Source: an optimization exercise on an open RTL-to-GDS flow (aim: small area, a short achievable clock period and few clock cycles per item). Production flows keep margins and buffers that such runs may drop.
RTL that was checked went through simulation tests only; none was proved equivalent to the original.
For run 1, only the layout was checked, not whether the RTL still works.
No activity file was given, so power comes from the tool's default toggle rates.

$ cat flow/flow/run.sh
#!/bin/bash
set -euo pipefail
bash standard.sh "BUFFER_PORTS_ARGS=-buffer_cell sky130_fd_sc_hd__buf_1" SETUP_SLACK_MARGIN=5.75 finish > standard_flow.log 2>&1
$ cat flow/standard.sh
#!/bin/bash
# synth_recipe.tcl (not shown) runs the flow's synth.tcl, then flattens the netlist and writes it again
# the make line also repeats each setting of config.mk as NAME=value (left out here)
make -C /OpenROAD-flow-scripts/flow DESIGN_CONFIG=/design/flow/config.mk WORK_HOME=/design/flow/orfs CLKGATE_MAP_FILE= SYNTH_SCRIPT=/design/flow/synth_recipe.tcl "${@:-finish}"
$ cat flow/config.mk
export PLATFORM = sky130hd
export DESIGN_NAME = eigen2x2_fx
export DESIGN_NICKNAME = eigen2x2_fx
export VERILOG_FILES = /design/flow/design.v
export SDC_FILE = /design/flow/constraint.sdc
export NUM_CORES = 4
export LEC_CHECK = 0
export CAP_MARGIN = 20
export CORE_MARGIN = 2
export CORE_UTILIZATION = 55
export SLEW_MARGIN = 20
$ cat flow/constraint.sdc
create_clock -name core_clock -period 10.0 [get_ports {clk}]
set_input_delay 2.0000 -clock core_clock [delete_from_list [all_inputs] [get_ports {clk}]]
set_output_delay 2.0000 -clock core_clock [all_outputs]
set_load 0.01 [all_outputs]
$ cat flow/design.v
`default_nettype none
module eigen2x2_fx #(
  parameter int WIDTH = 32,
  parameter int FRAC  = 16
) (
  input  logic             clk,
  input  logic             rst,
  input  logic             start,
  input  logic [WIDTH-1:0] a1,
  input  logic [WIDTH-1:0] a2,
  input  logic [WIDTH-1:0] a3,
  input  logic [WIDTH-1:0] a4,
  output logic             busy,
  output logic             done,
  output logic [WIDTH-1:0] v1,
  output logic [WIDTH-1:0] v2,
  output logic             complex,
  output logic             ovf
);
  localparam int CW = 36;    
  logic busy_q, done_q;
  logic p_diff, p_mul1, p_mul, p_abs, p_sqrt, p_f1, p_f2;
  logic [5:0] cnt_q;
  logic [2:0] jt_q;             
  logic s1_acc, s1_s2;          
  logic b2_one, b2_two, b2_neg;
  logic b3_one, b3_two, b3_neg;
  logic corr_q;                 
  logic [1:0] lo3_q;            
  logic n2_q;                   
  logic pend3_q;                
  logic signed [33:0] acc_q;    
  logic               py_q;     
  logic               zr_q;     
  logic signed [34:0] x_q;      
  logic signed [35:0] z_q;      
  logic signed [33:0] w_q;      
  logic signed [32:0] s_q;      
  logic               neg_q;
  logic               o1_q;          
  localparam int NK = 3;
  logic [NK-1:0] fit;
  for (genvar i = 0; i < NK; i++) begin : g_fit
    localparam int K = 11 + 2*i;
    wire [34-(2*K-1):0] xs = x_q[34:2*K-1];
    wire [33-(2*K-3):0] ws = w_q[33:2*K-3];
    assign fit[i] = ((&xs) | ~(|xs)) & ((&ws) | ~(|ws));
  end
  logic [2:0] jt_d;
  always_comb begin
    jt_d = 3'(NK);
    for (int i = NK-1; i >= 0; i--)
      if (fit[i]) jt_d = 3'(i);
  end
  function automatic logic [5:0] jof(input logic [2:0] t);
    jof = 6'(11 + 2*int'(t));
  endfunction
  logic [1:0]    pair_n;        
  logic          n2;            
  logic [CW-1:0] in1, in2, in3, csa_s, csa_c, cpa;
  logic [CW-1:0] xe, ze, m2, m3;
  assign pair_n = acc_q[31:30] ^ {2{neg_q}};
  assign n2     = n2_q;
  assign xe = CW'(x_q);
  assign ze = CW'(z_q);
  always_comb begin
    in1 = ({CW{s1_acc}} & CW'(acc_q)) | ({CW{s1_s2}} & CW'($signed({s_q, 1'b0})));
    m2  = ({CW{b2_one}} & xe) | ({CW{b2_two}} & {xe[CW-2:0], 1'b0});
    in2 = m2 ^ {CW{n2}};
    if (p_sqrt) in2[1:0] = 2'b11;
    m3  = ({CW{b3_one}} & {ze[CW-3:0], 2'b00}) | ({CW{b3_two}} & {ze[CW-4:0], 3'b000});
    in3 = m3 ^ {{(CW-2){b3_neg}}, 2'b00};
    in3[1:0] = lo3_q;
    csa_s = in1 ^ in2 ^ in3;
    csa_c = {((in1[CW-2:0] & in2[CW-2:0]) | (in1[CW-2:0] & in3[CW-2:0]) |
              (in2[CW-2:0] & in3[CW-2:0])), pend3_q};
  end
  logic [CW-1:0] pg_g [0:6];
  logic [CW-1:0] pg_p [0:6];
  logic [CW-1:0] hs;
  always_comb begin
    hs = csa_s ^ csa_c;
    pg_g[0] = csa_s & csa_c;
    pg_p[0] = hs;
    for (int l = 0; l < 6; l++) begin
      for (int i = 0; i < CW; i++) begin
        if (i >= (1 << l)) begin
          pg_g[l+1][i] = pg_g[l][i] | (pg_p[l][i] & pg_g[l][i - (1 << l)]);
          pg_p[l+1][i] = pg_p[l][i] & pg_p[l][i - (1 << l)];
        end else begin
          pg_g[l+1][i] = pg_g[l][i];
          pg_p[l+1][i] = pg_p[l][i];
        end
      end
    end
    cpa[0] = hs[0];
    for (int i = 1; i < CW; i++) cpa[i] = hs[i] ^ pg_g[6][i-1];
  end
  logic [33:0] h;
  assign h     = cpa[CW-1:2];
  logic c_d;
  assign c_d = z_q[35] ? (&z_q) : (z_q == 36'(x_q));
  logic [2:0] rem0;
  assign rem0 = {1'b0, pair_n} - 3'd1;
  logic skip;
  assign skip = (p_abs | (p_sqrt & zr_q)) & ~(|(acc_q[31:26] ^ {6{neg_q}}));
  logic acc_start, mul_end, sq_end;
  logic n_diff, n_mul1, n_mul, n_abs, n_sqrt, n_f1, n_f2;
  assign acc_start = ~busy_q & start;
  assign mul_end   = (cnt_q == jof(jt_q));
  assign sq_end    = skip ? (cnt_q >= 6'(2*jof(jt_q) + 6'd14))
                          : (cnt_q >= 6'(2*jof(jt_q) + 6'd16));
  assign n_diff    = acc_start;
  assign n_mul1    = p_diff;
  assign n_mul     = p_mul1 | (p_mul & ~mul_end);
  assign n_abs     = p_mul & mul_end;
  assign n_sqrt    = p_abs | (p_sqrt & ~sq_end);
  assign n_f1      = p_sqrt & sq_end;
  assign n_f2      = p_f1;
  always_ff @(posedge clk or posedge rst) begin
    if (rst) begin
      busy_q <= 1'b0; done_q <= 1'b0;
      p_diff <= 1'b0; p_mul1 <= 1'b0; p_mul <= 1'b0; p_abs <= 1'b0;
      p_sqrt <= 1'b0; p_f1 <= 1'b0; p_f2 <= 1'b0;
    end else begin
      busy_q <= acc_start | (busy_q & ~p_f2);
      done_q <= p_f2;
      p_diff <= n_diff; p_mul1 <= n_mul1; p_mul <= n_mul; p_abs <= n_abs;
      p_sqrt <= n_sqrt; p_f1 <= n_f1; p_f2 <= n_f2;
    end
  end
  logic xo, xv;
  assign xo = x_q[{cnt_q[4:0], 1'b1}];
  assign xv = x_q[{cnt_q[4:0], 1'b0}];
  always_ff @(posedge clk) begin
    s1_acc <= n_diff | n_mul1 | n_mul;
    s1_s2  <= n_abs | n_f1 | (n_f2 & ~neg_q);
    b2_one <= 1'b0; b2_two <= 1'b0; b2_neg <= 1'b0;
    b3_one <= 1'b0; b3_two <= 1'b0; b3_neg <= 1'b0;
    corr_q <= 1'b0;
    if (n_diff) begin
      b2_one <= 1'b1; b2_neg <= 1'b1;
    end
    if (n_mul1) begin    
      b2_one <= cpa[0];
      b2_two <= cpa[1] & ~cpa[0];
      b2_neg <= cpa[1];
      b3_one <= w_q[0];
      b3_two <= w_q[1] & ~w_q[0];
      b3_neg <= w_q[1];
    end
    if (n_mul) begin
      b2_one <= xv ^ py_q;
      b2_two <= (xo & ~xv & ~py_q) | (~xo & xv & py_q);
      b2_neg <= xo & ~(xv & py_q);
      b3_one <= w_q[2] ^ w_q[1];
      b3_two <= (w_q[3] & ~w_q[2] & ~w_q[1]) | (~w_q[3] & w_q[2] & w_q[1]);
      b3_neg <= w_q[3] & ~(w_q[2] & w_q[1]);
    end
    if (n_abs) b2_one <= 1'b1;
    if (n_sqrt) begin
      b2_two <= 1'b1; b2_neg <= 1'b1; b3_one <= 1'b1;
    end
    if (n_f1) b2_one <= ~neg_q;
    if (n_f2) begin
      b2_one <= 1'b1; b2_neg <= ~neg_q; corr_q <= neg_q & c_d;
    end
    pend3_q <= b3_neg;
    n2_q <= 1'b0;
    if (n_diff) n2_q <= 1'b1;
    if (n_mul1) n2_q <= cpa[1];
    if (n_mul)  n2_q <= xo & ~(xv & py_q);
    if (n_sqrt) n2_q <= p_abs ? (|pair_n) : ~cpa[CW-1];
    if (n_f2)   n2_q <= ~neg_q;
    lo3_q <= 2'b00;
    if (n_diff) lo3_q <= 2'b01;
    if (n_mul1) lo3_q <= {1'b0, cpa[1]};
    if (n_mul)  lo3_q <= {1'b0, xo & ~(xv & py_q)};
    if (n_sqrt) lo3_q <= (skip ? acc_q[25:24] : acc_q[29:28]) ^ {2{neg_q}};
    if (n_f2)   lo3_q <= {neg_q & c_d, ~neg_q};
  end
  always_ff @(posedge clk) begin
    if (!busy_q)               acc_q <= 34'($signed(a1));
    else if (p_diff)           acc_q <= '0;
    else if (p_mul1 | p_mul)   acc_q <= cpa[35:2];
    else if (skip)             acc_q <= {acc_q[27:0], w_q[33:28]};
    else                       acc_q <= {acc_q[31:0], w_q[33:32]};
    py_q <= p_diff ? cpa[1] : xo;
    if (!busy_q)               x_q <= 35'($signed(a4));
    else if (p_diff)           x_q <= cpa[34:0];
    else if (p_abs)            x_q <= {33'd0, |pair_n, 1'b0};
    else if (p_sqrt)           x_q <= {x_q[33:1], ~cpa[CW-1], 1'b0};
    if (!busy_q)               z_q <= 36'($signed(a2));
    else if (p_abs)            z_q <= 36'($signed(rem0));
    else if (p_sqrt)           z_q <= cpa;
    else if (p_f2)             z_q <= cpa;
    if (!busy_q)               w_q <= 34'($signed(a3));
    else if (p_mul1 | p_mul)   w_q <= {cpa[1:0], w_q[33:2]};
    else if (skip)             w_q <= {w_q[27:0], 6'b00};
    else if (p_abs | p_sqrt)   w_q <= {w_q[31:0], 2'b00};
    else if (p_f1)             w_q <= h;
    if (!busy_q)               s_q <= 33'($signed(a4));
    else if (p_abs)            s_q <= cpa[32:0];
    if (p_mul & mul_end)       neg_q <= cpa[CW-1];
    o1_q <= ~((&w_q[33:31]) | ~(|w_q[33:31]));
    if (p_mul1) jt_q <= jt_d;
    cnt_q <= p_diff ? 6'd1 : cnt_q + (skip ? 6'd3 : 6'd1);
    zr_q  <= p_abs ? ~(|pair_n) : (zr_q & cpa[CW-1]);
  end
  assign busy    = busy_q;
  assign done    = done_q;
  logic o2;
  assign o2      = ~((&z_q[35:33]) | ~(|z_q[35:33]));
  assign v1      = o1_q ? 32'h7fff_ffff : w_q[31:0];
  assign v2      = o2 ? {z_q[35], {31{~z_q[35]}}} : z_q[33:2];
  assign complex = neg_q;
  assign ovf     = o1_q | o2;
endmodule
`default_nettype wire
==> summary.txt, run 1 <==
Synthesis
  • Synth area leader: edfxtp_1
  • Register area share after synthesis: 34.7%
  • Post-synth cell types: 81
  • Top cells by area, synth: edfxtp_1 (27%), a21oi_1 (7.3%), dfxtp_1 (6.8%)
  • Synthesized area: 0.0160 sq mm
  • Yosys top cell area share: 26.5%
  • Commonest cells post-synth: a21oi_1 (232), nand2_1 (165), nor2_1 (153)
  • Most common cell in the synthesized netlist: a21oi_1
  • Post-synthesis instance total: 1,825
  • Ys flop type: edfxtp_1
  • Synth Warn #: 3
  • Flops & latches, synth: 204
  • Syn_area_per_cell: 8.74 sq um
  • Number of flops mapped to enable cells by yosys: 141
  • Synth async-reset ratio: 4.41%
  • Synthesized Nets: 2,036

Global route
  • GR Overflow Total: 0
  • Vias in the first global route: 14,800
  • Initial antenna violation count: 1
  • Global-route wire length before repair: 91,900 um
  • All-Layer GR Usage: 39.9%
  • Pin count of the biggest net entering global routing: 96

Finish
  • Share of cells above drive strength 1: 18.5%
  • Synthesis-to-finish area growth: 23.4%
  • Cell area after layout: 0.0197 sq mm
  • Footprint of the multi-input gates: 0.0104 sq mm
  • Filler cells: 2,363
  • Nets: 2,253
  • N_diodes: 0
  • Register area: 0.00557 sq mm

Power
  • Sequential power share: 47.0%
  • P_int: 1.48 mW
  • Clock group share of total power: 51.6%
  • Lkg Pwr: 7.71 nW
  • Pwr/cell area: 96.2 mW/mm^2
  • Comb pwr share: 1.4%
  • VDD IR max: 0.000182 V
  • Sw frac: 21.6%
  • NetSw: 0.409 mW

Setup path
  • Req. time, crit path: 10.31 ns
  • WP data arrival: 4.67 ns
  • RR Startpoint: x_q[2]$_DFFE_PP_
  • Reg-to-reg endpoint: w_q[29]$_DFFE_PP_
  • Crit. End Element: register
  • Cells on worst reg2reg path: 17
  • Worst Path Max Fanout: 4
  • R2R setup slack: 5.64 ns
  • Worst setup startpoint: x_q[2]$_DFFE_PP_
  • CP endpoint: w_q[29]$_DFFE_PP_
  • Crit path launch type: register
  • Setup CP Type: register to register

Drt
  • Final ANT Viol Nets: 0
  • DRC Markers: 0
  • Routed WL: 63,100 um
  • Via count: 16,100
  • Vias per cell: 6.58
  • Avg WL per Cell: 25.8 um
  • Drt first pass iters: 8
  • First-iteration detailed-routing DRC count: 2,281

Hold path
  • WHS Path Cells: 0
  • Hold Crit Class: register to register

Clocking
  • Hold buffers post-CTS: 0
  • Clock latency (worst-skew pair): 0.57 ns
  • Clock sink count: 204
  • H-tree Lvls: 1
  • Clk buf depth: 3
  • Root Buffer: clkbuf_16
  • Worst-path clk slew: 0.06 ns
  • Total CTS buffers: 26
  • TritonCTS clock tree: built

Placement
  • Post-DP HPWL: 42,800 um
  • Port bufs: 198
  • Dpl cell area: 0.0169 sq mm
  • Routability Congestion: 0.896

Timing
  • Slew Limit Fails: 0
  • Final hold violation count: 0
  • Final period demand of the worst path: 4.36 ns
  • Maximum clock rate: 0.229 GHz
  • Clock skew: 0.0143 ns
  • Fin crit share: 43.6%
  • Slew at the pin with the worst max-slew slack: 1.17 ns
  • Setup_tns: 0 ns
  • Slew HR: 21.5%
  • Unrepaired setup endpoints after global routing: yes
  • Setup Viol. Count Final: 0

Floorplanning
  • DIE AREA: 0.0304 sq mm
  • Starting Density: 55.7%
  • Core Box Area: 0.0286 sq mm
  • Row cnt: 62
  • I/O pins: 199
  • DIE WIDTH: 174 um
  • Floorplan die height: 174 um

Status
  • Status: complete, no violations

Run
  • Total of max-cap violations: 0
-- timing repair --
action	4_1_cts	5_1_grt
endpoints found under the setup margin	169	103
pin swaps	22	41
gates cloned	2	2
gates resized for setup	67	101
setup buffers	53	48
-- power by group through the flow --
stage               Sequential (mW)  Combinational [mW]  Clock, mW
floorplan                     0.909             0.00149          0
global placement              0.909              0.0250          0
detailed placement            0.909              0.0253          0
CTS                           0.890              0.0254      0.978
global route                  0.889              0.0280       1.01
finish                        0.890              0.0259      0.978
-- worst max-delay path, cell delays in order (launching register included) --
cell and delay [ns]:
edfxtp_1 0.47, a22oi_1 0.26, xor2_1 0.13, fa_1 0.52
inv_1 0.06, ha_4 0.30, o21ai_1 0.09, o21bai_2 0.19
a41oi_2 0.21, nor4b_4 0.45, a311oi_4 0.19, buf_4 0.19
o31ai_4 0.25, buf_6 0.16, xor2_4 0.10, mux2i_1 0.17
o21ai_1 0.07, mux2_4 0.28
-- per-stage QoR --
stage               hold slack, ns  utilization, %  std cells  setup WS [ns]  power [mW]
finish                       0.438            68.7       2446           5.64        1.89
global route                 0.460            68.7       2446           5.56        1.93
CTS                          0.439            65.2       2396           5.71        1.89
detailed placement           0.426            58.9       2293           4.46       0.935
global placement             0.425            58.9       2293           4.46       0.935
floorplan                    0.329               -       1825           5.77       0.911
-- worst min path at each step --
stage,startpoint,end
floorplan,b3_neg$_DFF_P_,pend3_q$_DFF_P_
global placement,p_f2$_DFF_PP0_,done_q$_DFF_PP0_
detailed placement,p_f2$_DFF_PP0_,done_q$_DFF_PP0_
CTS,p_f2$_DFF_PP0_,done_q$_DFF_PP0_
global route,p_f2$_DFF_PP0_,done_q$_DFF_PP0_
finish,p_f2$_DFF_PP0_,done_q$_DFF_PP0_
-- registers in the layout, indices dropped and copies added (netlist names), 2 cells and up --
register / cells
cnt_q: 6
acc_q: 34
jt_q: 2
s_q: 33
lo3_q: 2
w_q: 34
z_q: 36
x_q: 35
-- layer usage --
layer,share of wire (%),vias up,GRT usage [%]
met2,44,1181,60.6
li1,-,7061,-
met3,13,149,10.0
met1,39,7696,56.6
met4,3.2,2,11.0
met5,0.087,-,0
-- logic make-up after synthesis --
logic type	count (synthesis)	synth area share, %
AO/OA/AOI/OAI	583	23.9
XOR/XNOR	147	8.17
flip-flops	204	34.7
multiplexers	54	4.35
adder cells (fa/ha/maj)	80	8.02
AND/OR/NAND/NOR	527	15.4
buffers and inverters	230	5.44
-- cell usage in the layout, fill, tap and decap left out, types with 21 or more instances in the layout --
| cell | netlist | layout |
|---|---|---|
| a21oi_1 | 232 | 225 |
| buf_1 | 22 | 198 |
| nand2_1 | 165 | 163 |
| nor2_1 | 153 | 148 |
| edfxtp_1 | 141 | 141 |
| buf_4 | 0 | 108 |
| xor2_1 | 103 | 95 |
| a22oi_1 | 100 | 89 |
| inv_1 | 84 | 83 |
| dfxtp_1 | 54 | 46 |
| nand3_1 | 42 | 42 |
| o21ai_0 | 46 | 41 |
| o21a_1 | 36 | 36 |
| fa_1 | 37 | 36 |
| or2_2 | 35 | 35 |
| xnor2_1 | 42 | 32 |
| mux2_2 | 32 | 30 |
| clkbuf_16 | 0 | 30 |
| and3_1 | 28 | 27 |
| ha_1 | 43 | 27 |
| nand4_1 | 26 | 26 |
| o2bb2ai_1 | 21 | 21 |
-- final cells by class --
type	instances	area share, %
well taps	384	2.44
inverters	86	1.64
repair buffers	333	10.3
multi-input cells	1391	52.7
clock buffers	35	3.84
clock inverters	13	0.706
flip-flops and latches	204	28.3
==> inputs of run 2 (changes only) <==
--- a/flow/design.v
+++ b/flow/design.v
@@ -37,7 +37,6 @@
   logic signed [33:0] w_q;      
   logic signed [32:0] s_q;      
   logic               neg_q;
-  logic               o1_q;          
   localparam int NK = 3;
   logic [NK-1:0] fit;
   for (genvar i = 0; i < NK; i++) begin : g_fit
@@ -96,8 +95,6 @@
     cpa[0] = hs[0];
     for (int i = 1; i < CW; i++) cpa[i] = hs[i] ^ pg_g[6][i-1];
   end
-  logic [33:0] h;
-  assign h     = cpa[CW-1:2];
   logic c_d;
   assign c_d = z_q[35] ? (&z_q) : (z_q == 36'(x_q));
   logic [2:0] rem0;
@@ -133,7 +130,7 @@
   assign xo = x_q[{cnt_q[4:0], 1'b1}];
   assign xv = x_q[{cnt_q[4:0], 1'b0}];
   always_ff @(posedge clk) begin
-    s1_acc <= n_diff | n_mul1 | n_mul;
+    s1_acc <= n_diff | n_mul;          
     s1_s2  <= n_abs | n_f1 | (n_f2 & ~neg_q);
     b2_one <= 1'b0; b2_two <= 1'b0; b2_neg <= 1'b0;
     b3_one <= 1'b0; b3_two <= 1'b0; b3_neg <= 1'b0;
@@ -181,8 +178,7 @@
   end
   always_ff @(posedge clk) begin
     if (!busy_q)               acc_q <= 34'($signed(a1));
-    else if (p_diff)           acc_q <= '0;
-    else if (p_mul1 | p_mul)   acc_q <= cpa[35:2];
+    else if (p_mul1 | p_mul | p_f2) acc_q <= cpa[35:2];
     else if (skip)             acc_q <= {acc_q[27:0], w_q[33:28]};
     else                       acc_q <= {acc_q[31:0], w_q[33:32]};
     py_q <= p_diff ? cpa[1] : xo;
@@ -192,28 +188,26 @@
     else if (p_sqrt)           x_q <= {x_q[33:1], ~cpa[CW-1], 1'b0};
     if (!busy_q)               z_q <= 36'($signed(a2));
     else if (p_abs)            z_q <= 36'($signed(rem0));
-    else if (p_sqrt)           z_q <= cpa;
-    else if (p_f2)             z_q <= cpa;
+    else if (p_sqrt | p_f1)    z_q <= cpa;
     if (!busy_q)               w_q <= 34'($signed(a3));
     else if (p_mul1 | p_mul)   w_q <= {cpa[1:0], w_q[33:2]};
     else if (skip)             w_q <= {w_q[27:0], 6'b00};
     else if (p_abs | p_sqrt)   w_q <= {w_q[31:0], 2'b00};
-    else if (p_f1)             w_q <= h;
     if (!busy_q)               s_q <= 33'($signed(a4));
     else if (p_abs)            s_q <= cpa[32:0];
     if (p_mul & mul_end)       neg_q <= cpa[CW-1];
-    o1_q <= ~((&w_q[33:31]) | ~(|w_q[33:31]));
     if (p_mul1) jt_q <= jt_d;
     cnt_q <= p_diff ? 6'd1 : cnt_q + (skip ? 6'd3 : 6'd1);
     zr_q  <= p_abs ? ~(|pair_n) : (zr_q & cpa[CW-1]);
   end
   assign busy    = busy_q;
   assign done    = done_q;
-  logic o2;
-  assign o2      = ~((&z_q[35:33]) | ~(|z_q[35:33]));
-  assign v1      = o1_q ? 32'h7fff_ffff : w_q[31:0];
-  assign v2      = o2 ? {z_q[35], {31{~z_q[35]}}} : z_q[33:2];
+  logic o1, o2;
+  assign o1      = ~((&z_q[35:33]) | ~(|z_q[35:33]));
+  assign o2      = ~((&acc_q[33:31]) | ~(|acc_q[33:31]));
+  assign v1      = o1 ? {z_q[35], {31{~z_q[35]}}} : z_q[33:2];
+  assign v2      = o2 ? {acc_q[33], {31{~acc_q[33]}}} : acc_q[31:0];
   assign complex = neg_q;
-  assign ovf     = o1_q | o2;
+  assign ovf     = o1 | o2;
 endmodule
 `default_nettype wire
==> flow/flow/run.sh (replaced) <==
#!/bin/bash
set -euo pipefail
bash standard.sh "BUFFER_PORTS_ARGS=-buffer_cell sky130_fd_sc_hd__buf_1" SETUP_SLACK_MARGIN=5.6 finish > standard_flow.log 2>&1
==> run 2 against run 1 <==
Still clean. Non-clock buffer count down 90. Clock power down 11%. Flip-flop and latch count down 1. Clock skew increased by 0.0027 ns. Maximum frequency shrank 0.61%. First-iteration DRC count fell by 17%. Final cell count down 3.5%. Via count is 3.8% lower. Critical path depth down 3. Final area is 8.2% lower. Largest power group is now sequential cells.
==> summary.txt, run 2 <==
Timing
  • Slew HR: 35.3%
  • Fin crit share: 43.9%
  • Slew at the pin with the worst max-slew slack: 0.970 ns
  • Slew Limit Fails: 0
  • Maximum clock rate: 0.228 GHz
  • Setup Viol. Count Final: 0
  • Unrepaired setup endpoints after global routing: yes
  • Setup_tns: 0 ns
  • Clock skew: 0.0170 ns
  • Final hold violation count: 0
  • Final period demand of the worst path: 4.39 ns

Setup path
  • WP data arrival: 4.65 ns
  • RR Startpoint: s1_acc$_DFF_P_
  • Crit. End Element: register
  • Req. time, crit path: 10.26 ns
  • Crit path launch type: register
  • Worst Path Max Fanout: 16
  • Setup CP Type: register to register
  • CP endpoint: x_q[34]$_DFFE_PP_
  • R2R setup slack: 5.61 ns
  • Cells on worst reg2reg path: 14
  • Reg-to-reg endpoint: x_q[34]$_DFFE_PP_
  • Worst setup startpoint: s1_acc$_DFF_P_

Power
  • Power Total: 1.78 mW
  • VDD IR max: 0.000132 V
  • Pwr/cell area: 98.4 mW/mm^2
  • Lkg Pwr: 7.49 nW

Synthesis
  • Adder-Cell Fraction of Synth Area: 7.95%
  • Syn_area_per_cell: 8.68 sq um
  • Synth Area in Compound Gates: 23.3%
  • Most common cell in the synthesized netlist: nor2_1
  • Post-synth cell types: 73
  • Number of flops mapped to enable cells by yosys: 141
  • Xor/xnor cell area share of the yosys netlist: 8.19%
  • Simple-gate area share of the yosys netlist: 16.1%
  • Top cells by area, synth: edfxtp_1 (27%), dfxtp_1 (6.7%), xor2_1 (6.1%)
  • Mux contribution to synthesized area: 3.90%
  • Synthesized Nets: 2,044
  • Synthesized area: 0.0159 sq mm
  • Ys flop type: edfxtp_1
  • Commonest cells post-synth: nor2_1 (202), nand2_1 (181), edfxtp_1 (141)
  • Synth area leader: edfxtp_1
  • Register area share after synthesis: 34.7%
  • Yosys top cell area share: 26.6%
  • Flops & latches, synth: 203
  • Synth async-reset ratio: 4.43%
  • Post-synthesis instance total: 1,834
  • Synth Warn #: 3
  • Largest family of logic cells by synthesized area: compound AO/OA/AOI/OAI gates

Drt
  • Avg WL per Cell: 25.7 um
  • Final ANT Viol Nets: 0
  • Via count: 15,500
  • Drt first pass iters: 6
  • First-iteration detailed-routing DRC count: 1,900
  • Vias per cell: 6.56
  • Routed WL: 60,800 um
  • DRC Markers: 0

Finish
  • Utilization after layout: 63.1%
  • Synthesis-to-finish area growth: 13.5%
  • Commonest cells after routing, fill and taps aside: nor2_1 (198), buf_1 (198), nand2_1 (179)
  • Biggest register: z_q
  • Nets: 2,167
  • Share of cells above drive strength 1: 9.21%
  • Cell area after layout: 0.0181 sq mm
  • Max reg flops: 36
  • Footprint of the multi-input gates: 0.00974 sq mm
  • Largest regs: z_q (36), x_q (35)
  • Filler cells: 2,488
  • Register area: 0.00555 sq mm

Placement
  • Dpl cell area: 0.0168 sq mm
  • Post-DP HPWL: 44,400 um
  • Port bufs: 198
  • Routability Congestion: 0.961

Floorplanning
  • Starting Density: 55.6%
  • Floorplan die height: 174 um
  • I/O pins: 199
  • Core Box Area: 0.0286 sq mm
  • DIE AREA: 0.0303 sq mm
  • DIE WIDTH: 174 um
  • Row cnt: 62

Clocking
  • Root Buffer: clkbuf_16
  • Clock sink count: 203
  • Total CTS buffers: 25
  • Worst-path clk slew: 0.06 ns
  • H-tree Lvls: 1
  • Clock latency (worst-skew pair): 0.56 ns
  • Clk buf depth: 3
  • TritonCTS clock tree: built

Global route
  • Vias in the first global route: 14,400
  • Met2 Track Usage GR: 60.6%
  • Initial antenna violation count: 0
  • Pin count of the biggest net entering global routing: 90
  • Global-route wire length before repair: 88,700 um
  • GR Overflow Total: 0
  • Met1 GRT Util: 53.6%
  • M3 GR Usage: 8.42%
  • GR peak layer: met2
  • All-Layer GR Usage: 38.7%

Hold path
  • Hold Crit Class: register to register

Status
  • Status: complete, no violations

Run
  • Total of max-cap violations: 0
-- run 2: metrics by stage --
step / hold WS [ns] / worst slack [ns] / instances
after floorplan: 0.329 / 5.79 / 1834
after global placement: 0.511 / 4.75 / 2290
after detailed placement: 0.510 / 4.62 / 2290
after CTS: 0.528 / 5.57 / 2342
after global routing: 0.537 / 5.46 / 2360
final: 0.547 / 5.61 / 2361
-- run 2: cell type report --
class,count,share of cell area [%]
sequential,203,30.7
timing repair buffer,243,6.47
antenna,1,0.0138
clock inverter,10,0.422
tap,384,2.66
inverter,98,2.06
multi-input combinational,1386,53.9
clock buffer,36,3.80
-- run 2: critical path, cell delays in order, from the launching register on --
cell	delay, ns
dfxtp_4	0.34
buf_4	0.20
a22oi_1	0.55
fa_1	0.52
inv_1	0.06
ha_1	0.33
nand2_1	0.11
o21ai_0	0.16
nor2_1	0.32
o2111ai_4	0.23
a311oi_2	0.35
o21ai_1	0.21
a221oi_2	0.33
xor2_2	0.26
a211oi_1	0.12
-- run 2: report_power, final --
group          switching (mW)  total, mW  internal, mW
Combinational          0.0136     0.0262        0.0125
Sequential                  0      0.886         0.886
Clock                   0.384      0.866         0.482
Total                   0.398       1.78          1.38
-- run 2: cell families (layout without fill, tap and decap cells) --
group	count (synthesis)	in the layout
compound gates	546	546
xor+xnor	149	149
fa+ha+maj	79	79
buf+inv	245	387
flops	203	203
mux	46	46
other cells	0	1
simple gates	566	566
-- run 2: what timing repair did --
item,CTS,global route
cloned,0,0
endpoints found under the setup margin,149,92
resized for setup,29,28
buffers inserted,6,17
hold buffers,0,0
pin swaps,1,10
-- run 2: metal layers --
metal | vias to the layer above | wire (um)
met3 | 161 | 6920
met1 | 7454 | 24000
met2 | 985 | 27500
met5 | - | 0
met4 | 0 | 2320
li1 | 6880 | -
-- run 2: worst min path at each step --
stage,slack (ns),start,end,cells past startpoint
floorplan,0.33,b3_neg$_DFF_P_,pend3_q$_DFF_P_,0
global placement,0.51,zr_q$_DFF_P_,zr_q$_DFF_P_,1
detailed placement,0.51,zr_q$_DFF_P_,zr_q$_DFF_P_,1
CTS,0.53,zr_q$_DFF_P_,zr_q$_DFF_P_,1
global route,0.54,zr_q$_DFF_P_,zr_q$_DFF_P_,1
finish,0.55,zr_q$_DFF_P_,zr_q$_DFF_P_,1
Testbench counts of run 2, summed over its fixed seeds: cycles 145,962, items 3,200.
==> inputs of run 3 (changes only) <==
==> flow/flow/run.sh (replaced) <==
#!/bin/bash
set -euo pipefail
bash standard.sh "BUFFER_PORTS_ARGS=-buffer_cell sky130_fd_sc_hd__buf_1" SETUP_SLACK_MARGIN=5.5 finish > standard_flow.log 2>&1
==> run 3 against run 2 <==
Total power barely moved. Worst hold slack got worse by 0.0044 ns. Sequential share of layout area increased by 0.29 points. Still clean. Clock skew shrank 0.0029 ns. Non-clock buffer count is 10 lower. Highest routed layer unchanged. Via count shrank 0.28%.
==> summary.txt, run 3 <==
Timing
  • Slew Limit Fails: 0
  • Setup Viol. Count Final: 0
  • Final hold violation count: 0
  • Clock skew: 0.0141 ns
  • Final period demand of the worst path: 4.50 ns
  • Final setup margin: 5.50 ns
  • Maximum clock rate: 0.222 GHz
  • Slew HR: 22.7%
  • Slew at the pin with the worst max-slew slack: 1.16 ns
  • Setup_tns: 0 ns
  • Fin crit share: 45.0%
  • Unrepaired setup endpoints after global routing: yes

Finish
  • Largest regs: z_q (36), x_q (35)
  • Commonest cells after routing, fill and taps aside: nor2_1 (198), buf_1 (198), nand2_1 (179)
  • Max reg flops: 36
  • Nets: 2,157
  • Utilization after layout: 62.5%
  • Share of cells above drive strength 1: 8.39%
  • Biggest register: z_q
  • Final instance count without filler cells: 2,351
  • Filler cells: 2,501
  • Synthesis-to-finish area growth: 12.4%

Clocking
  • Worst-path clk slew: 0.06 ns
  • Hold buffers post-CTS: 0
  • TritonCTS clock tree: built
  • Clk buf depth: 3
  • Total CTS buffers: 25
  • Root Buffer: clkbuf_16
  • Clock latency (worst-skew pair): 0.56 ns
  • H-tree Lvls: 1
  • Clock sink count: 203

Synthesis
  • Post-synth cell types: 73
  • Synth area leader: edfxtp_1
  • Flops & latches, synth: 203
  • Synth Warn #: 3
  • Most common cell in the synthesized netlist: nor2_1
  • Synthesized Nets: 2,044
  • Synthesized area: 0.0159 sq mm
  • Register area share after synthesis: 34.7%
  • Commonest cells post-synth: nor2_1 (202), nand2_1 (181), edfxtp_1 (141)
  • Number of flops mapped to enable cells by yosys: 141
  • Ys flop type: edfxtp_1
  • Post-synthesis instance total: 1,834
  • Top cells by area, synth: edfxtp_1 (27%), dfxtp_1 (6.7%), xor2_1 (6.1%)
  • Synth async-reset ratio: 4.43%
  • Syn_area_per_cell: 8.68 sq um
  • Yosys top cell area share: 26.6%

Global route
  • GR Overflow Total: 0
  • Pin count of the biggest net entering global routing: 90
  • Global-route wire length before repair: 88,400 um
  • Vias in the first global route: 14,300
  • Initial antenna violation count: 0
  • All-Layer GR Usage: 38.6%

Hold path
  • Hold path startpoint: zr_q$_DFF_P_
  • Hold Crit Class: register to register

Setup path
  • WP buf/inv: 2
  • Worst setup startpoint: b3_one$_SDFF_PP1_
  • Critical-path top delay cell: fa_1
  • Crit path launch type: register
  • Setup CP Type: register to register
  • CP cell instances: buf_6 > a22oi_1 > xor2_1 > fa_1 > inv_1 > ha_1 > and3_1 > nand3_1 > a211oi_1 > nor2_2 > o21ai_2 > a21oi_2 > xnor2_1 > a21oi_1 > a21oi_1
  • Worst Path Max Fanout: 34
  • WP data arrival: 4.90 ns
  • Top delay family on crit path: compound AO/OA/AOI/OAI gates
  • Req. time, crit path: 10.40 ns
  • Crit. End Element: register
  • Most frequent CP cell: a21oi_1
  • Worst stage delay on the critical path: 0.54 ns
  • RR Startpoint: b3_one$_SDFF_PP1_

Power
  • P_int: 1.38 mW
  • Comb pwr share: 1.5%
  • Pwr/cell area: 99.4 mW/mm^2
  • NetSw: 0.399 mW
  • VDD IR max: 0.000133 V
  • Sw frac: 22.4%
  • Lkg Pwr: 7.42 nW
  • Clock group share of total power: 48.8%
  • Sequential power share: 49.8%

Floorplanning
  • Row cnt: 62
  • Starting Density: 55.6%
  • Floorplan die height: 174 um
  • Core Box Area: 0.0286 sq mm
  • DIE WIDTH: 174 um
  • I/O pins: 199
  • DIE AREA: 0.0303 sq mm

Placement
  • Routability Congestion: 0.961
  • Port bufs: 198
  • Placed Cells: 2,290
  • Setup WS pre-CTS: 4.62 ns
  • Post-DP HPWL: 44,400 um

Drt
  • Avg WL per Cell: 25.7 um
  • First-iteration detailed-routing DRC count: 1,941
  • DRC Markers: 0
  • Final ANT Viol Nets: 0
  • Drt first pass iters: 8
  • Vias per cell: 6.57
  • Via count: 15,400
  • Routed WL: 60,300 um

Run
  • Total of max-cap violations: 0

Status
  • Status: complete, no violations
[run 3: changes by cell type in the layout (fill, tap and decap cells not counted), moves of 2 or more]
| cell | delta |
|---|---|
| xnor2_1 | +2 |
| buf_4 | -8 |
| xnor2_2 | -2 |
| a21oi_1 | +2 |
[run 3: layer usage]
layer  routed length (um)  track usage [%]  part of all wire, %
met2                27300             60.6                   45
met4                 2130             11.4                  3.5
met3                 6860             7.28                   11
met5                    0                0                    0
met1                24000             54.4                   40
[run 3: final timing paths]
path                                      to  slack (ns)  depth (start not counted)
max in group asynchronous   busy_q$_DFF_PP0_        8.26                          2
min in group asynchronous     p_f2$_DFF_PP0_        1.40                          2
setup reg to reg           x_q[25]$_DFFE_PP_        5.50                         15
hold reg to reg                 zr_q$_DFF_P_        0.54                          1
setup / recovery           x_q[25]$_DFFE_PP_        5.50                         15
hold / removal                  zr_q$_DFF_P_        0.54                          1
[run 3: worst register-to-register path, cell delays in order, from the launching register on]
cell and delay, ns:
dfxtp_1 0.32, buf_6 0.28, a22oi_1 0.16, xor2_1 0.18, fa_1 0.54, inv_1 0.04, ha_1 0.50, and3_1 0.24
nand3_1 0.08, a211oi_1 0.39, nor2_2 0.15, o21ai_2 0.42, a21oi_2 0.19, xnor2_1 0.52, a21oi_1 0.16, a21oi_1 0.17
[run 3: through the flow]
step           power [mW]  cell area, sq um  hold WS [ns]
2_1_floorplan       0.908             15900         0.329
3_3_place_gp        0.931             16800         0.511
3_5_place_dp        0.931             16800         0.510
4_1_cts              1.78             17700         0.528
5_1_grt              1.81             17900         0.537
6_report             1.78             17900         0.543
[run 3: power groups by stage]
stage / registers (mW) / clock network (mW) / logic, mW
after floorplan: 0.905 / 0 / 0.00270
after global placement: 0.905 / 0 / 0.0256
after detailed placement: 0.905 / 0 / 0.0259
after CTS: 0.886 / 0.867 / 0.0261
after global routing: 0.886 / 0.896 / 0.0288
final: 0.886 / 0.868 / 0.0262
[run 3: cell families (layout without fill, tap and decap cells)]
logic type,count (synthesis),count (layout),synth area share (%)
adders and majority gates,79,79,7.95
AOI/OAI and AO/OA,546,546,23.3
DFF,203,203,34.7
xor gates and xnor gates,149,149,8.19
other,0,1,0
muxes,46,46,3.90
and+or+nand+nor,566,566,16.1
buffers and inverters,245,377,5.89
[run 3: area by class of cell]
type                       count  area [sq um]  area share, %
timing repair buffer         233          1070           6.00
tap                          384           480           2.68
multi-input combinational   1386          9670           54.0
clock inverter                10          76.3          0.426
sequential                   203          5550           31.0
antenna                        1          2.50         0.0140
clock buffer                  36           687           3.84
inverter                      98           370           2.07
[run 3: repair_timing]
action / in CTS / in global routing
gates resized for setup: 19 / 22
pin swaps: 1 / 6
setup buffers: 4 / 9
cloned: 0 / 0
setup endpoints to repair: 140 / 85
==> inputs of run 4 (changes only) <==
--- a/flow/design.v
+++ b/flow/design.v
@@ -31,6 +31,7 @@
   logic pend3_q;                
   logic signed [33:0] acc_q;    
   logic               py_q;     
+  logic               pw_q;     
   logic               zr_q;     
   logic signed [34:0] x_q;      
   logic signed [35:0] z_q;      
@@ -42,7 +43,7 @@
   for (genvar i = 0; i < NK; i++) begin : g_fit
     localparam int K = 11 + 2*i;
     wire [34-(2*K-1):0] xs = x_q[34:2*K-1];
-    wire [33-(2*K-3):0] ws = w_q[33:2*K-3];
+    wire [31-(2*K-5):0] ws = w_q[31:2*K-5];    
     assign fit[i] = ((&xs) | ~(|xs)) & ((&ws) | ~(|ws));
   end
   logic [2:0] jt_d;
@@ -150,9 +151,9 @@
       b2_one <= xv ^ py_q;
       b2_two <= (xo & ~xv & ~py_q) | (~xo & xv & py_q);
       b2_neg <= xo & ~(xv & py_q);
-      b3_one <= w_q[2] ^ w_q[1];
-      b3_two <= (w_q[3] & ~w_q[2] & ~w_q[1]) | (~w_q[3] & w_q[2] & w_q[1]);
-      b3_neg <= w_q[3] & ~(w_q[2] & w_q[1]);
+      b3_one <= w_q[0] ^ pw_q;
+      b3_two <= (w_q[1] & ~w_q[0] & ~pw_q) | (~w_q[1] & w_q[0] & pw_q);
+      b3_neg <= w_q[1] & ~(w_q[0] & pw_q);
     end
     if (n_abs) b2_one <= 1'b1;
     if (n_sqrt) begin
@@ -190,9 +191,10 @@
     else if (p_abs)            z_q <= 36'($signed(rem0));
     else if (p_sqrt | p_f1)    z_q <= cpa;
     if (!busy_q)               w_q <= 34'($signed(a3));
-    else if (p_mul1 | p_mul)   w_q <= {cpa[1:0], w_q[33:2]};
+    else if (p_diff | p_mul1 | p_mul) w_q <= {cpa[1:0], w_q[33:2]};   
     else if (skip)             w_q <= {w_q[27:0], 6'b00};
-    else if (p_abs | p_sqrt)   w_q <= {w_q[31:0], 2'b00};
+    else                       w_q <= {w_q[31:0], 2'b00};
+    pw_q <= w_q[1];
     if (!busy_q)               s_q <= 33'($signed(a4));
     else if (p_abs)            s_q <= cpa[32:0];
     if (p_mul & mul_end)       neg_q <= cpa[CW-1];
==> flow/flow/run.sh (replaced) <==
#!/bin/bash
set -euo pipefail
bash standard.sh "BUFFER_PORTS_ARGS=-buffer_cell sky130_fd_sc_hd__buf_1" SETUP_SLACK_MARGIN=5.8 finish > standard_flow.log 2>&1
==> run 4 against run 3 <==
Clock-buffer cell count rose by 6. Flip-flop and latch count rose by 1. Worst hold slack got worse by 0.10 ns. Area after synthesis fell by 0.40%. Die area fell by 0.40%. Register-to-register slack improved by 0.38 ns. Critical path depth fell by 9. Maximum frequency rose by 8.4%. Critical endpoint is now v1[29].
==> summary.txt, run 4 <==
Hold path
  • WHS Path Cells: 0
  • Hold Crit Class: register to register

Finish
  • Nets: 2,166
  • Synthesis-to-finish area growth: 15.2%
  • Share of cells above drive strength 1: 10.2%
  • Commonest non-fill, non-tap cell in the layout: buf_1
  • Biggest register: z_q
  • Cell area after layout: 0.0183 sq mm
  • Max reg flops: 36
  • N_diodes: 0
  • Commonest cells after routing, fill and taps aside: buf_1 (198), nand2_1 (156), nor2_1 (131)
  • Largest regs: z_q (36), x_q (35)
  • Filler cells: 2,527

Synthesis
  • Synth Warn #: 3
  • Synthesized area: 0.0159 sq mm
  • Mux contribution to synthesized area: 7.44%
  • Synth area leader: edfxtp_1
  • Synthesized Nets: 2,022
  • Adder-Cell Fraction of Synth Area: 7.98%
  • Synth async-reset ratio: 4.41%
  • Number of flops mapped to enable cells by yosys: 107
  • Simple-gate area share of the yosys netlist: 14.2%
  • Post-synth cell types: 76
  • Post-synthesis instance total: 1,812
  • Ys flop type: edfxtp_1
  • Largest family of logic cells by synthesized area: compound AO/OA/AOI/OAI gates
  • Xor/xnor cell area share of the yosys netlist: 7.62%
  • Commonest cells post-synth: nand2_1 (158), nor2_1 (133), clkbuf_1 (114), inv_1 (114), edfxtp_1 (107)
  • Top cells by area, synth: edfxtp_1 (20%), dfxtp_1 (11%), xor2_1 (5.7%)
  • Register area share after synthesis: 32.8%
  • Yosys top cell area share: 20.3%
  • Most common cell in the synthesized netlist: nand2_1
  • Synth Area in Compound Gates: 23.6%
  • Flops & latches, synth: 204
  • Syn_area_per_cell: 8.75 sq um

Drt
  • DRC Markers: 0
  • Via count: 15,300
  • First-iteration detailed-routing DRC count: 1,850
  • Drt first pass iters: 6
  • Avg WL per Cell: 25.2 um
  • Vias per cell: 6.50
  • Routed WL: 59,300 um
  • Final ANT Viol Nets: 0

Power
  • Pwr/cell area: 97.1 mW/mm^2
  • Clock group share of total power: 49.4%
  • Sw frac: 21.5%
  • Lkg Pwr: 7.13 nW
  • VDD IR max: 0.000153 V
  • Comb pwr share: 1.4%
  • P_int: 1.39 mW
  • Power Total: 1.77 mW
  • Sequential power share: 49.2%
  • NetSw: 0.381 mW

Timing
  • Setup_tns: 0 ns
  • Unrepaired setup endpoints after global routing: yes
  • Slew HR: 15.6%
  • Setup Viol. Count Final: 0
  • Final hold violation count: 0
  • Final period demand of the worst path: 4.15 ns
  • Slew at the pin with the worst max-slew slack: 1.26 ns
  • Clock skew: 0.00885 ns
  • Final setup margin: 5.85 ns
  • Fin crit share: 41.5%
  • Slew Limit Fails: 0
  • Maximum clock rate: 0.241 GHz

Setup path
  • Crit path launch type: register
  • Top delay family on crit path: simple AND/OR/NAND/NOR gates
  • Worst stage delay on the critical path: 0.45 ns
  • Worst Path Max Fanout: 33
  • CP cell instances: and3_1 > nor2_2 > buf_12 > nand2_4 > o21a_1 > buf_1
  • Levels on crit path: 6
  • Req. time, crit path: 8.00 ns
  • WP buf/inv: 2
  • Critical-path top delay cell: edfxtp_1
  • WP data arrival: 2.15 ns
  • Cells on worst reg2reg path: 13
  • Setup CP Type: register to output port
  • Crit. End Element: output port

Clocking
  • H-tree Lvls: 1
  • Clock latency (worst-skew pair): 0.54 ns
  • Root Buffer: clkbuf_16
  • Worst-path clk slew: 0.06 ns
  • TritonCTS clock tree: built
  • Total CTS buffers: 24
  • Clock sink count: 204
  • Clk buf depth: 3

Global route
  • Global-route wire length before repair: 88,100 um
  • GR Overflow Total: 0
  • Initial antenna violation count: 0
  • Pin count of the biggest net entering global routing: 92
  • Vias in the first global route: 14,400
  • All-Layer GR Usage: 38.0%

Placement
  • Post-DP HPWL: 42,200 um
  • Routability Congestion: 0.955
  • Setup WS pre-CTS: 5.07 ns
  • Dpl cell area: 0.0167 sq mm
  • Port bufs: 198

Status
  • Status: complete, no violations

Floorplanning
  • Floorplan die height: 174 um
  • Row cnt: 62
  • I/O pins: 199
  • DIE WIDTH: 174 um
  • DIE AREA: 0.0302 sq mm
  • Core Box Area: 0.0285 sq mm
  • Starting Density: 55.6%

Run
  • Total of max-cap violations: 0
-- run 4: changes by cell type in the layout (fill, tap and decap cells not counted), moves of 23 or more --
cell,before,now
o22ai_1,3,28
nand2_1,179,156
mux2i_1,7,68
dfxtp_1,47,84
a21oi_1,128,90
o21a_1,39,63
a21o_1,67,26
edfxtp_1,141,107
nor2_1,198,131
a311oi_1,26,0
-- run 4: cell families after synthesis --
group	count (synthesis)
compound gates	549
simple gates	478
xor+xnor	138
buf+inv	261
fa+ha+maj	79
flops	204
mux	103
-- run 4: area by class of cell --
type / instances / area (sq um) / share of cell area, %
clock buffers: 42 / 751 / 4.11
clock inverters: 2 / 21.3 / 0.116
inverters: 118 / 448 / 2.45
multi-input cells: 1348 / 9980 / 54.6
flip-flops and latches: 204 / 5210 / 28.5
well taps: 384 / 480 / 2.63
repair buffers: 260 / 1370 / 7.52
-- run 4: worst paths after layout --
| kind | slack, ns | end | from |
|---|---|---|---|
| setup / recovery | 5.85 | v1[29] | z_q[35]$_DFFE_PP_ |
| hold / removal | 0.44 | pw_q$_DFF_P_ | w_q[1]$_DFF_P_ |
| setup reg to reg | 5.88 | s_q[32]$_DFFE_PP_ | b3_neg$_DFF_P_ |
| hold reg to reg | 0.44 | pw_q$_DFF_P_ | w_q[1]$_DFF_P_ |
| max in group asynchronous | 8.32 | busy_q$_DFF_PP0_ | rst |
| min in group asynchronous | 1.39 | p_f1$_DFF_PP0_ | rst |
-- run 4: what timing repair did --
action / CTS / global route
gates resized for setup: 48 / 46
pin swaps: 5 / 22
endpoints found under the setup margin: 124 / 113
cloned: 2 / 2
hold buffers: 0 / 0
buffers inserted: 15 / 22
-- run 4: through the flow --
stage	util (%)	std cells	hold WS [ns]
CTS	62.6	2334	0.437
floorplan	-	1812	0.329
global placement	58.5	2273	0.422
finish	64.0	2358	0.441
global route	64.0	2358	0.461
detailed placement	58.5	2273	0.427
-- run 4: power by group through the flow --
stage / sequential, mW / combinational [mW] / clock, mW
final: 0.872 / 0.0254 / 0.876
after global routing: 0.872 / 0.0283 / 0.908
after CTS: 0.873 / 0.0254 / 0.872
after detailed placement: 0.891 / 0.0251 / 0
after global placement: 0.891 / 0.0247 / 0
after floorplan: 0.891 / 0.00281 / 0
-- run 4: worst reg2reg max path: stages (launching register included) --
cell      delay (ns)
dfxtp_2         0.32
buf_6           0.35
xor2_1          0.19
fa_1            0.56
inv_1           0.05
ha_1            0.40
a21o_1          0.24
a21o_1          0.21
a221oi_4        0.35
nand2_1         0.16
a221o_1         0.40
mux2_4          0.35
o21ai_1         0.15
o21ai_0         0.10
-- run 4: layer usage --
layer	global-route usage (%)	vias to the layer above	share of wire, %
met5	0	-	0
met1	54.2	7402	41
met3	5.22	141	10
met4	16.2	0	4.7
li1	-	6859	-
met2	58.0	918	44
Testbench counts of run 4, summed over its fixed seeds: cycles 145,962, items 3,200.
==> inputs of run 5 (changes only) <==
==> flow/flow/run.sh (replaced) <==
#!/bin/bash
set -euo pipefail
bash standard.sh "BUFFER_PORTS_ARGS=-buffer_cell sky130_fd_sc_hd__buf_1" SETUP_SLACK_MARGIN=6.0 finish > standard_flow.log 2>&1
==> run 5 against run 4 <==
Still clean. Register-to-register slack worse by 0.03 ns. Clock skew grew 0.0038 ns. Non-clock buffer count rose by 59. Die area is the same. Total power shrank 0.54%. Sequential share of layout area decreased by 1.6 points. Worst setup slack worse by 0.097 ns. Sequential power about the same. Largest cell class unchanged.
==> summary.txt, run 5 <==
Global route
  • Pin count of the biggest net entering global routing: 72
  • All-Layer GR Usage: 39.9%
  • GR Overflow Total: 0
  • Global-route wire length before repair: 91,600 um
  • Initial antenna violation count: 0
  • Vias in the first global route: 15,000

Synthesis
  • Syn_area_per_cell: 8.75 sq um
  • Commonest cells post-synth: nand2_1 (158), nor2_1 (133), clkbuf_1 (114), inv_1 (114), edfxtp_1 (107)
  • Top cells by area, synth: edfxtp_1 (20%), dfxtp_1 (11%), xor2_1 (5.7%)
  • Synth async-reset ratio: 4.41%
  • Most common cell in the synthesized netlist: nand2_1
  • Synth Warn #: 3
  • Post-synth cell types: 76
  • Number of flops mapped to enable cells by yosys: 107
  • Flops & latches, synth: 204
  • Post-synthesis instance total: 1,812
  • Ys flop type: edfxtp_1
  • Register area share after synthesis: 32.8%
  • Yosys top cell area share: 20.3%
  • Synthesized area: 0.0159 sq mm
  • Synth area leader: edfxtp_1
  • Synthesized Nets: 2,022

Finish
  • Cell area after layout: 0.0194 sq mm
  • Max reg flops: 36
  • Commonest non-fill, non-tap cell in the layout: buf_1
  • Share of cells above drive strength 1: 17.1%
  • Utilization after layout: 68.1%
  • Filler cells: 2,445
  • Footprint of the multi-input gates: 0.0104 sq mm
  • Commonest cells after routing, fill and taps aside: buf_1 (176), nand2_1 (153), nor2_1 (129)
  • Biggest register: z_q
  • Synthesis-to-finish area growth: 22.5%
  • Nets: 2,224
  • Largest regs: z_q (36), x_q (35)
  • Register area: 0.00524 sq mm

Drt
  • Vias per cell: 6.57
  • Avg WL per Cell: 25.9 um
  • Max layer used: met4
  • Final ANT Viol Nets: 0
  • Drt first pass iters: 5
  • Met1 Wirelength: 24,500 um
  • Met3 routed WL: 7460 um
  • Routed WL: 62,700 um
  • DRC Markers: 0
  • First-iteration detailed-routing DRC count: 1,996
  • Via count: 15,900
  • Routed wl met2: 27,600 um

Floorplanning
  • DIE WIDTH: 174 um
  • DIE AREA: 0.0302 sq mm
  • Core Box Area: 0.0285 sq mm
  • Starting Density: 55.6%
  • I/O pins: 199
  • Row cnt: 62
  • Floorplan die height: 174 um

Hold path
  • Hold Crit Class: register to register

Timing
  • Slew Limit Fails: 0
  • Setup Viol. Count Final: 0
  • Fin crit share: 42.5%
  • Setup_tns: 0 ns
  • Slew at the pin with the worst max-slew slack: 1.09 ns
  • Final period demand of the worst path: 4.25 ns
  • Final hold violation count: 0
  • Maximum clock rate: 0.235 GHz
  • Slew HR: 27.3%
  • Unrepaired setup endpoints after global routing: yes
  • Clock skew: 0.0127 ns

Power
  • NetSw: 0.381 mW
  • Lkg Pwr: 7.56 nW
  • Clock group share of total power: 49.2%
  • Sequential power share: 49.4%
  • Pwr/cell area: 90.8 mW/mm^2
  • Comb pwr share: 1.4%
  • Sw frac: 21.6%
  • P_int: 1.38 mW
  • VDD IR max: 0.000115 V

Clocking
  • Clock sink count: 204
  • Worst-path clk slew: 0.06 ns
  • Total CTS buffers: 24
  • TritonCTS clock tree: built
  • Root Buffer: clkbuf_16
  • Hold buffers post-CTS: 0
  • Clk buf depth: 3
  • Clock latency (worst-skew pair): 0.55 ns
  • H-tree Lvls: 1

Status
  • Status: complete, no violations

Setup path
  • R2R setup slack: 5.85 ns
  • Worst Path Max Fanout: 6
  • Crit. End Element: output port
  • Setup CP Type: register to output port
  • WP data arrival: 2.25 ns
  • Req. time, crit path: 8.00 ns
  • Crit path launch type: register

Placement
  • Routability Congestion: 0.984
  • Port bufs: 198
  • Dpl cell area: 0.0167 sq mm
  • Post-DP HPWL: 41,600 um

Run
  • Total of max-cap violations: 0
-- run 5: per-layer routing --
metal	vias to the layer above	track usage, %
li1	6983	-
met2	991	61.3
met1	7686	53.2
met4	0	15.1
met3	224	11.7
met5	-	0
-- run 5: final cells by class --
cell class	count	area share, %
Multi-Input combinational cell	1347	53.3
Sequential cell	204	26.9
Timing Repair Buffer	319	11.0
Clock buffer	41	3.79
Tap cell	384	2.47
Inverter	118	2.35
Clock inverter	3	0.155
Antenna cell	1	0.0129
-- run 5: worst paths after layout --
path	from	to	cells after the start
setup / recovery	z_q[35]$_DFFE_PP_	v1[0]	8
hold / removal	w_q[1]$_DFF_P_	pw_q$_DFF_P_	0
setup reg to reg	b2_two$_SDFF_PN1_	x_q[32]$_DFFE_PP_	14
hold reg to reg	w_q[1]$_DFF_P_	pw_q$_DFF_P_	0
max in group asynchronous	rst	busy_q$_DFF_PP0_	2
min in group asynchronous	rst	p_mul1$_DFF_PP0_	2
-- run 5: critical path, cell delays in order, from the launching register on --
cell,delay (ns)
edfxtp_1,0.52
nor3_4,0.30
nor2_4,0.07
buf_12,0.13
nand2_8,0.10
buf_6,0.12
buf_12,0.11
o21a_1,0.18
buf_2,0.15
-- run 5: kinds of logic (layout without fill, tap and decap cells) --
| kind of cell | count (synthesis) | after routing | synth area share (%) |
|---|---|---|---|
| buffers and inverters | 261 | 481 | 6.46 |
| DFF | 204 | 204 | 32.8 |
| AOI/OAI and AO/OA | 549 | 549 | 23.6 |
| adders and majority gates | 79 | 79 | 7.98 |
| other | 0 | 1 | 0 |
| and+or+nand+nor | 478 | 478 | 14.2 |
| xor gates and xnor gates | 138 | 138 | 7.62 |
| muxes | 103 | 103 | 7.44 |
-- run 5: timing repair --
action / in CTS / in global routing
resized for setup: 98 / 126
endpoints found under the hold margin: 0 / 0
buffers inserted: 36 / 53
gates cloned: 7 / 3
pin swaps: 17 / 51
endpoints found under the setup margin: 167 / 132
-- run 5: power by group through the flow --
| stage | clock network, mW | logic (mW) | registers, mW |
|---|---|---|---|
| global route | 0.900 | 0.0282 | 0.870 |
| finish | 0.868 | 0.0255 | 0.871 |
| global placement | 0 | 0.0244 | 0.891 |
| CTS | 0.872 | 0.0254 | 0.871 |
| floorplan | 0 | 0.00281 | 0.891 |
| detailed placement | 0 | 0.0251 | 0.890 |
-- run 5: stage by stage --
step | power, mW | setup WS (ns) | hold slack (ns) | std cells
CTS | 1.77 | 5.83 | 0.438 | 2360
finish | 1.76 | 5.75 | 0.451 | 2417
floorplan | 0.893 | 5.96 | 0.329 | 1812
global placement | 0.915 | 4.84 | 0.442 | 2273
detailed placement | 0.915 | 4.75 | 0.434 | 2273
global route | 1.80 | 5.73 | 0.465 | 2416
==> inputs of run 6 (changes only) <==
==> flow/flow/run.sh (replaced) <==
#!/bin/bash
set -euo pipefail
bash standard.sh "BUFFER_PORTS_ARGS=-buffer_cell sky130_fd_sc_hd__buf_1" SETUP_SLACK_MARGIN=6.2 finish > standard_flow.log 2>&1
==> run 6 against run 5 <==
First-iteration DRC count shrank 6.9%. Synthesized cell count stayed put. Register-to-register slack gained 0.12 ns. Clock power increased by 1%. Sequential power barely moved. Largest cell class unchanged.
==> summary.txt, run 6 <==
Drt
  • First-iteration detailed-routing DRC count: 1,859
  • Vias per cell: 6.56
  • Final ANT Viol Nets: 0
  • Routed WL: 63,400 um
  • Avg WL per Cell: 26.0 um
  • DRC Markers: 0
  • Via count: 16,000
  • Drt first pass iters: 6

Synthesis
  • Register area share after synthesis: 32.8%
  • Ys flop type: edfxtp_1
  • Synthesized area: 0.0159 sq mm
  • Commonest cells post-synth: nand2_1 (158), nor2_1 (133), clkbuf_1 (114), inv_1 (114), edfxtp_1 (107)
  • Most common cell in the synthesized netlist: nand2_1
  • Yosys top cell area share: 20.3%
  • Synthesized Nets: 2,022
  • Syn_area_per_cell: 8.75 sq um
  • Synth async-reset ratio: 4.41%
  • Top cells by area, synth: edfxtp_1 (20%), dfxtp_1 (11%), xor2_1 (5.7%)
  • Synth area leader: edfxtp_1
  • Synth Warn #: 3
  • Flops & latches, synth: 204
  • Post-synthesis instance total: 1,812
  • Number of flops mapped to enable cells by yosys: 107
  • Post-synth cell types: 76

Placement
  • Routability Congestion: 0.986
  • Port bufs: 198
  • Placed Cells: 2,272
  • Post-DP HPWL: 41,700 um
  • Dpl cell area: 0.0167 sq mm

Hold path
  • Hold path startpoint: w_q[1]$_DFF_P_
  • Hold Crit Class: register to register
  • WHS Path Cells: 0
  • Hold EP: pw_q$_DFF_P_

Floorplanning
  • Row cnt: 62
  • Core Box Area: 0.0285 sq mm
  • DIE WIDTH: 174 um
  • Starting Density: 55.6%
  • Floorplan die height: 174 um
  • I/O pins: 199
  • DIE AREA: 0.0302 sq mm

Finish
  • Final instance count without filler cells: 2,437
  • Commonest cells after routing, fill and taps aside: buf_1 (167), nand2_1 (149), nor2_1 (123)
  • Commonest non-fill, non-tap cell in the layout: buf_1
  • Largest regs: z_q (36), x_q (35)
  • Biggest register: z_q
  • Share of cells above drive strength 1: 22.0%
  • Max reg flops: 36
  • Filler cells: 2,329
  • Nets: 2,244
  • N_diodes: 0
  • Cell area after layout: 0.0202 sq mm
  • Synthesis-to-finish area growth: 27.6%

Clocking
  • Worst-path clk slew: 0.07 ns
  • Root Buffer: clkbuf_16
  • TritonCTS clock tree: built
  • Clk buf depth: 3
  • Clock sink count: 204
  • Hold buffers post-CTS: 0
  • H-tree Lvls: 1
  • Clock latency (worst-skew pair): 0.55 ns
  • Total CTS buffers: 25

Global route
  • Initial antenna violation count: 0
  • GR Overflow Total: 0
  • Pin count of the biggest net entering global routing: 94
  • Global-route wire length before repair: 93,000 um
  • Vias in the first global route: 15,200
  • All-Layer GR Usage: 40.2%

Timing
  • Fin crit share: 40.5%
  • Final period demand of the worst path: 4.05 ns
  • Slew at the pin with the worst max-slew slack: 1.15 ns
  • Slew Limit Fails: 0
  • Unrepaired setup endpoints after global routing: yes
  • Setup_tns: 0 ns
  • Slew HR: 23.1%
  • Maximum clock rate: 0.247 GHz
  • Setup Viol. Count Final: 0
  • Final hold violation count: 0
  • Clock skew: 0.0131 ns

Run
  • Total of max-cap violations: 0

Power
  • Lkg Pwr: 7.78 nW
  • NetSw: 0.400 mW
  • Comb pwr share: 1.4%
  • Sw frac: 22.6%
  • Power Total: 1.77 mW
  • VDD IR max: 0.000103 V
  • P_int: 1.37 mW
  • Sequential power share: 49.1%
  • Pwr/cell area: 87.6 mW/mm^2
  • Clock group share of total power: 49.5%

Setup path
  • Crit. End Element: output port
  • Cells on worst reg2reg path: 14
  • R2R setup slack: 5.97 ns
  • RR Startpoint: b2_one$_SDFF_PP1_
  • Setup CP Type: register to output port
  • Req. time, crit path: 8.00 ns
  • Crit path launch type: register
  • WP data arrival: 2.05 ns
  • Reg-to-reg endpoint: z_q[32]$_DFFE_PP_
  • Worst Path Max Fanout: 8
  • Worst setup startpoint: z_q[35]$_DFFE_PP_

Status
  • Status: complete, no violations
run 6: cell counts after synthesis:
Identical to the previous run, type by type.
run 6: through the flow:
stage | utilization [%] | setup WS, ns | hold slack, ns
global route | 70.9 | 5.87 | 0.465
detailed placement | 58.6 | 5.15 | 0.424
CTS | 66.8 | 6.00 | 0.435
global placement | 58.6 | 5.20 | 0.417
floorplan | - | 6.21 | 0.329
finish | 70.9 | 5.95 | 0.454
run 6: kinds of logic after synthesis:
logic type / share of synthesized area (%)
buf+inv: 6.46
compound gates: 23.6
fa+ha+maj: 7.98
xor+xnor: 7.62
mux: 7.44
simple gates: 14.2
flops: 32.8
run 6: power by group through the flow:
stage	Clock, mW	Combinational [mW]	Sequential (mW)
2_1_floorplan	0	0.00281	0.891
3_3_place_gp	0	0.0243	0.891
3_5_place_dp	0	0.0244	0.891
4_1_cts	0.877	0.0247	0.872
5_1_grt	0.911	0.0280	0.871
6_report	0.877	0.0250	0.871
run 6: area by class of cell:
class	count	area, sq um	area share [%]
inverters	118	455	2.25
flip-flops and latches	204	5230	25.8
clock buffers	36	697	3.44
multi-input cells	1350	11100	54.7
repair buffers	335	2230	11.0
clock inverters	10	76.3	0.377
well taps	384	480	2.37
run 6: how the worst max path moves through the flow:
stage	endpoint	slack [ns]	cells after the start
6_report	v1[0]	5.95	6
5_1_grt	x_q[32]$_DFFE_PP_	5.87	15
4_1_cts	v1[0]	6.00	6
3_5_place_dp	x_q[31]$_DFFE_PP_	5.15	12
3_3_place_gp	z_q[29]$_DFFE_PP_	5.20	12
2_1_floorplan	x_q[32]$_DFFE_PP_	6.21	16
run 6: worst max-delay path: stages, from the launching register on:
cell	delay, ns
edfxtp_1	0.48
and3_4	0.23
nor2_4	0.13
buf_12	0.20
nand2_8	0.12
o21a_1	0.17
buf_2	0.15
run 6: timing repair:
item | CTS | global route
endpoints found under the setup margin | 178 | 156
gates cloned | 9 | 1
setup buffers | 59 | 49
pin swaps | 36 | 84
resized for setup | 192 | 164
run 6: layer usage:
| layer | wire length, um | track usage, % | up-vias | part of all wire (%) |
|---|---|---|---|---|
| met2 | 28400 | 63.2 | 966 | 45 |
| met1 | 25100 | 54.9 | 7771 | 40 |
| met5 | 0 | 0 | - | 0 |
| met4 | 3510 | 17.4 | 0 | 5.5 |
| li1 | - | - | 7034 | - |
| met3 | 6320 | 6.75 | 205 | 10 |

==> port drivers added, routing unchanged <==
The results above use ideal ports. As a check the final layouts listed here were re-extracted and re-timed, cells and wires unchanged. Step 1, drivers: a clkbuf_16 drives clk and a buf_2 each remaining input, both assumed. Step 2 adds t to the input delays and takes it off the output delays; t is the mean of the earliest and latest rising clock arrival at the registers after step 1. Input paths then give back, and output paths get back, about the clock's delay inside the block. a / b / c = ideal / step 1 / step 2; a / b = the first two.
| run | shift t [ns] | setup WS [ns] | worst setup path at the end |
|---|---|---|---|
| run 1 | 0.614 | 5.638 / 5.638 / 5.638 | register to register |
| run 2 | 0.601 | 5.611 / 5.611 / 5.611 | register to register |
| run 3 | 0.598 | 5.502 / 5.502 / 5.502 | register to register |
| run 4 | 0.588 | 5.850 / 5.795 / 5.879 | register to register |
| run 5 | 0.591 | 5.753 / 5.705 / 5.854 | register to register |
| run 6 | 0.595 | 5.947 / 5.897 / 5.966 | register to register |
After both steps setup and hold are still met in every run listed.
